Background: an optimization exercise with open tools, aiming at small area, a short achievable clock period and few clock cycles per item. Do not read the settings as production practice.
Only simulation tests tie the RTL to the original design; equivalence was not proved.
Power figures rest on the tool's default switching activity, not on a simulated workload.

## north
## binary_neuron
module binary_neuron (
    input  logic                    clk,
    input  logic                    reset,
    input  logic                    in_valid,
    output logic                    in_ready,
    input  logic [320:0]            in_req,
    output logic                    out_valid,
    input  logic                    out_ready,
    output logic [9:0]              out_sum
);
clock: 6.0 ns
lec_check: 0
cap_margin: 20
core_margin: 2
core_utilization: 40
cts_buf_list: sky130_fd_sc_hd__clkbuf_8
slew_margin: 20
synth_hierarchical: 1
synth_minimum_keep_size: 0
standard.sh (not shown) runs the stock make flow with config.mk's settings and CLKGATE_MAP_FILE= SYNTH_SCRIPT=/design/flow/synth_recipe.tcl, a recipe that flattens the netlist after the stock synthesis.
==> flow/flow/run.sh <==
#!/bin/bash
# The standard layout (standard.sh: ORFS synthesis to final layout), with
# two changes:
#  - the input and output ports are buffered with the smallest buffer,
#    sky130_fd_sc_hd__buf_1, instead of the cell buffer_ports picks by default
#    (clkdlybuf4s50_1); later repair steps may still resize them;
#  - clock tree synthesis adds no dummy loads to the clock tree, and groups
#    the flip-flops into clusters of up to 15 within 75 um for its leaf
#    buffers (instead of searching for a clustering itself).
set -euo pipefail
# keep temporary files (Yosys/ABC) inside the work folder
export TMPDIR="$PWD/tmp"
mkdir -p "$TMPDIR"
export BUFFER_PORTS_ARGS="-buffer_cell sky130_fd_sc_hd__buf_1"
export CTS_ARGS="-sink_clustering_enable -repair_clock_nets -buf_list sky130_fd_sc_hd__clkbuf_8 -dont_use_dummy_load -sink_clustering_size 15 -sink_clustering_max_diameter 75"
bash standard.sh > standard_flow.log 2>&1
Testbench counts of north, summed over its fixed seeds: cycles 3,232, items 3,200.
Here is what was changed in the inputs of south compared with north.
Settings: changing CORE_UTILIZATION from 40 to 70.
Notes after the runs:
south ends up with a clock share of power that is 0.2 points lower than in north.
Compared north against south; clock slew at the register clock pins of the worst setup and hold paths within noise.
Of south and north, the higher met3 layer usage reported by global route belongs to south.
~same arrival time at the worst endpoint in south and north
The largest vdd supply drop number comes out lower for north vs south.
Looking at global-route wire length before repair across both flows, south is the stronger of the two, with north trailing.
Between north and south, the flow reports number of global-route vias before repair increasing slightly.
[compare] base=north new=south: register share of the cell area now sits higher; sum of routed wire length over all layers lost about 5.5%; power now larger.
Between south and north, the met2 routing resource usage after global routing is higher for south.
Setup changes, south to east
Settings: swapping 70 for 60 in CORE_UTILIZATION.
### Flow results
- south -> east: sequential share of layout area flat
- The end-of-flow core utilization of east is lower than that of south.
- Between east and south, the setup slack is lower for south.
- ~same data arrival time of the critical path in east and south
> inputs changed (east -> west)
Settings: CORE_UTILIZATION changed from 60 to 40.
diff --git a/flow/flow/run.sh b/flow/flow/run.sh
--- a/flow/flow/run.sh
+++ b/flow/flow/run.sh
@@ -10,5 +10,2 @@
 set -euo pipefail
-# keep temporary files (Yosys/ABC) inside the work folder
-export TMPDIR="$PWD/tmp"
-mkdir -p "$TMPDIR"
 export BUFFER_PORTS_ARGS="-buffer_cell sky130_fd_sc_hd__buf_1"
Notes after the runs:
- Diff west..east | portion of total power attributed to the clock network | negligible
- east reports its timing startpoint of the critical path as in_req[213] while west reports in_req[121].
- Diff west..east | slew at the pin closest to its max-slew limit | negligible
- Antenna diode instance count ends up higher on west.
- Looking at minimum clock period after layout across both flows, west is the stronger of the two, with east trailing.
- Between east and west, setup slack increased.
- Going from east to west, design area went up, routed length on met1 went up, portion of the clock cycle consumed by the worst path in the final layout went down, maximum frequency from static timing analysis went up.
- Summary of west over east: critical path depth saw an increase; final standard cell utilization of the core saw a decrease.

binary_neuron, a different RTL version from the one above (not shown whole).
Size in the first run: about 260 flip-flops, about 340 I/O pins, ~0.015 mm2 of cells after synthesis.
export LEC_CHECK = 0
export CAP_MARGIN = 20
export CORE_MARGIN = 2
export CORE_UTILIZATION = 40
export CTS_BUF_LIST = sky130_fd_sc_hd__clkbuf_8
export SLEW_MARGIN = 20
export SYNTH_HIERARCHICAL = 1
export SYNTH_MINIMUM_KEEP_SIZE = 0
create_clock -name core_clock -period 6.0 [get_ports {clk}]
==> flow/flow/run.sh <==
#!/bin/bash
# The standard layout (standard.sh: ORFS synthesis to final layout), with
# two changes:
#  - the input and output ports are buffered with the smallest buffer,
#    sky130_fd_sc_hd__buf_1, instead of the cell buffer_ports picks by default
#    (clkdlybuf4s50_1); later repair steps may still resize them;
#  - clock tree synthesis adds no dummy loads to the clock tree.
set -euo pipefail
export BUFFER_PORTS_ARGS="-buffer_cell sky130_fd_sc_hd__buf_1"
export CTS_ARGS="-sink_clustering_enable -repair_clock_nets -buf_list sky130_fd_sc_hd__clkbuf_8 -dont_use_dummy_load"
bash standard.sh > standard_flow.log 2>&1
Testbench counts at the start, summed over its fixed seeds: cycles 3,232, items 3,200.
Rerun with:
--- a/flow/flow/run.sh
+++ b/flow/flow/run.sh
@@ -9,3 +9,3 @@
 export BUFFER_PORTS_ARGS="-buffer_cell sky130_fd_sc_hd__buf_1"
-export CTS_ARGS="-sink_clustering_enable -repair_clock_nets -buf_list sky130_fd_sc_hd__clkbuf_8 -dont_use_dummy_load"
+export CTS_ARGS="-sink_clustering_enable -repair_clock_nets -buf_list sky130_fd_sc_hd__clkbuf_8 -dont_use_dummy_load -sink_buffer_max_cap_derate 0.6"
 bash standard.sh > standard_flow.log 2>&1
The new run passed the timing, DRC and antenna checks.
First-iteration DRC count stays the same.
Non-clock buffer count stays the same.
Wire length is unchanged.
Maximum frequency stays the same.
Clock-buffer cell count does not change.
Setup slack does not change.
Sequential power is about the same.
Total power stays the same.
Rerun with:
--- a/flow/flow/run.sh
+++ b/flow/flow/run.sh
@@ -9,3 +9,3 @@
 export BUFFER_PORTS_ARGS="-buffer_cell sky130_fd_sc_hd__buf_1"
-export CTS_ARGS="-sink_clustering_enable -repair_clock_nets -buf_list sky130_fd_sc_hd__clkbuf_8 -dont_use_dummy_load -sink_buffer_max_cap_derate 0.6"
+export CTS_ARGS="-sink_clustering_enable -repair_clock_nets -buf_list sky130_fd_sc_hd__clkbuf_16 -dont_use_dummy_load"
 bash standard.sh > standard_flow.log 2>&1
Result:
- routed wire length goes down by 0.94%
- power goes up by 1.6%
- register-to-register slack loses 0.02 ns
- cell count goes down by 0.79%
- synthesized cell count is unchanged
Rerun with:
==> flow/flow/run.sh (replaced) <==
#!/bin/bash
# The standard layout (standard.sh: ORFS synthesis to final layout), with
# two changes:
#  - the input and output ports are buffered with the smallest buffer,
#    sky130_fd_sc_hd__buf_1, instead of the cell buffer_ports picks by default
#    (clkdlybuf4s50_1); later repair steps may still resize them;
#  - clock tree synthesis adds no dummy loads to the clock tree, and groups
#    the flip-flops into clusters of up to 15 within 75 um for its leaf
#    buffers (instead of searching for a clustering itself).
set -euo pipefail
export BUFFER_PORTS_ARGS="-buffer_cell sky130_fd_sc_hd__buf_1"
export CTS_ARGS="-sink_clustering_enable -repair_clock_nets -buf_list sky130_fd_sc_hd__clkbuf_8 -dont_use_dummy_load -sink_clustering_size 15 -sink_clustering_max_diameter 75"
bash standard.sh > standard_flow.log 2>&1
Area after synthesis does not change.
Sequential power is about the same.
Count of clock-buffer cells in the layout decreases by 6.
Hold slack hardly moves.
Power decreases by 6.6%.
Fmax barely changes.
Die area does not change.
Register-to-register slack hardly moves.
Worst setup slack is about the same.
Final area decreases by 2.2%.
Cell count stays flat.
Rerun with:
==> flow/flow/run.sh (replaced) <==
#!/bin/bash
# The standard layout (standard.sh: ORFS synthesis to final layout), with
# two changes:
#  - the input and output ports are buffered with the smallest buffer,
#    sky130_fd_sc_hd__buf_1, instead of the cell buffer_ports picks by default
#    (clkdlybuf4s50_1); later repair steps may still resize them;
#  - clock tree synthesis adds no dummy loads to the clock tree.
set -euo pipefail
export BUFFER_PORTS_ARGS="-buffer_cell sky130_fd_sc_hd__buf_1"
export CTS_ARGS="-sink_clustering_enable -repair_clock_nets -buf_list sky130_fd_sc_hd__clkbuf_16 -dont_use_dummy_load -sink_clustering_size 25 -sink_clustering_max_diameter 100"
bash standard.sh > standard_flow.log 2>&1
=> Fmax stays flat; wire length is about the same; worst setup slack degrades by 0.0071 ns; cell area is higher by 0.36%; utilization rose by 0.17 points; global-route usage hardly moves.
Rerun with:
--- a/flow/flow/run.sh
+++ b/flow/flow/run.sh
@@ -9,3 +9,3 @@
 export BUFFER_PORTS_ARGS="-buffer_cell sky130_fd_sc_hd__buf_1"
-export CTS_ARGS="-sink_clustering_enable -repair_clock_nets -buf_list sky130_fd_sc_hd__clkbuf_16 -dont_use_dummy_load -sink_clustering_size 25 -sink_clustering_max_diameter 100"
+export CTS_ARGS="-repair_clock_nets -buf_list sky130_fd_sc_hd__clkbuf_8 -dont_use_dummy_load"
 bash standard.sh > standard_flow.log 2>&1
What happened:
- The changed run completed with no timing, DRC or antenna violations
- wire length went up by 1.3%
- sequential power is about the same
- first-iteration DRC count shrinks by 14%
- worst setup slack got worse by 0.022 ns
- maximum frequency goes down by 0.86%
- hold slack is worse by 0.012 ns
- final cell count goes up by 1.7%
- core utilization rose by 0.89 points
- die area is unchanged

static timing again, ports no longer ideal:
No port has a modelled driver above. Below, the same layouts with a new extraction and two added sets of constraints. Step 1 (the two cells are an assumption about what drives the block):
set clk [get_ports {clk}]
set_driving_cell -lib_cell sky130_fd_sc_hd__clkbuf_16 $clk
set_driving_cell -lib_cell sky130_fd_sc_hd__buf_2 [delete_from_list [all_inputs] $clk]
Step 2 also shifts input and output timing later by t, the mid clock arrival at the registers, as if the neighbouring blocks saw the same clock. Three values: ideal, step 1, step 2; two values: the first two.
run | shift t [ns] | slack for setup (ns) | worst register clock-pin slew, ns
north | 0.550 | 3.591 / 3.599 / 3.064 | 0.10 / 0.10
south | 0.534 | 3.571 / 3.577 / 3.049 | 0.10 / 0.10
east | 0.540 | 3.576 / 3.596 / 3.056 | 0.10 / 0.10
west | 0.550 | 3.591 / 3.599 / 3.064 | 0.10 / 0.10
the first run of note 2 | 0.570 | 3.534 / 3.534 / 3.095 | 0.06 / 0.06
the second run of note 2 | 0.570 | 3.534 / 3.534 / 3.095 | 0.06 / 0.06
the third run of note 2 | 0.563 | 3.513 / 3.513 / 3.110 | 0.06 / 0.06
the fourth run of note 2 | 0.576 | 3.514 / 3.514 / 3.088 | 0.10 / 0.10
the fifth run of note 2 | 0.506 | 3.507 / 3.507 / 3.142 | 0.10 / 0.10
the sixth run of note 2 | 0.607 | 3.485 / 3.485 / 3.092 | 0.09 / 0.09
After both steps setup and hold are still met in every run listed.
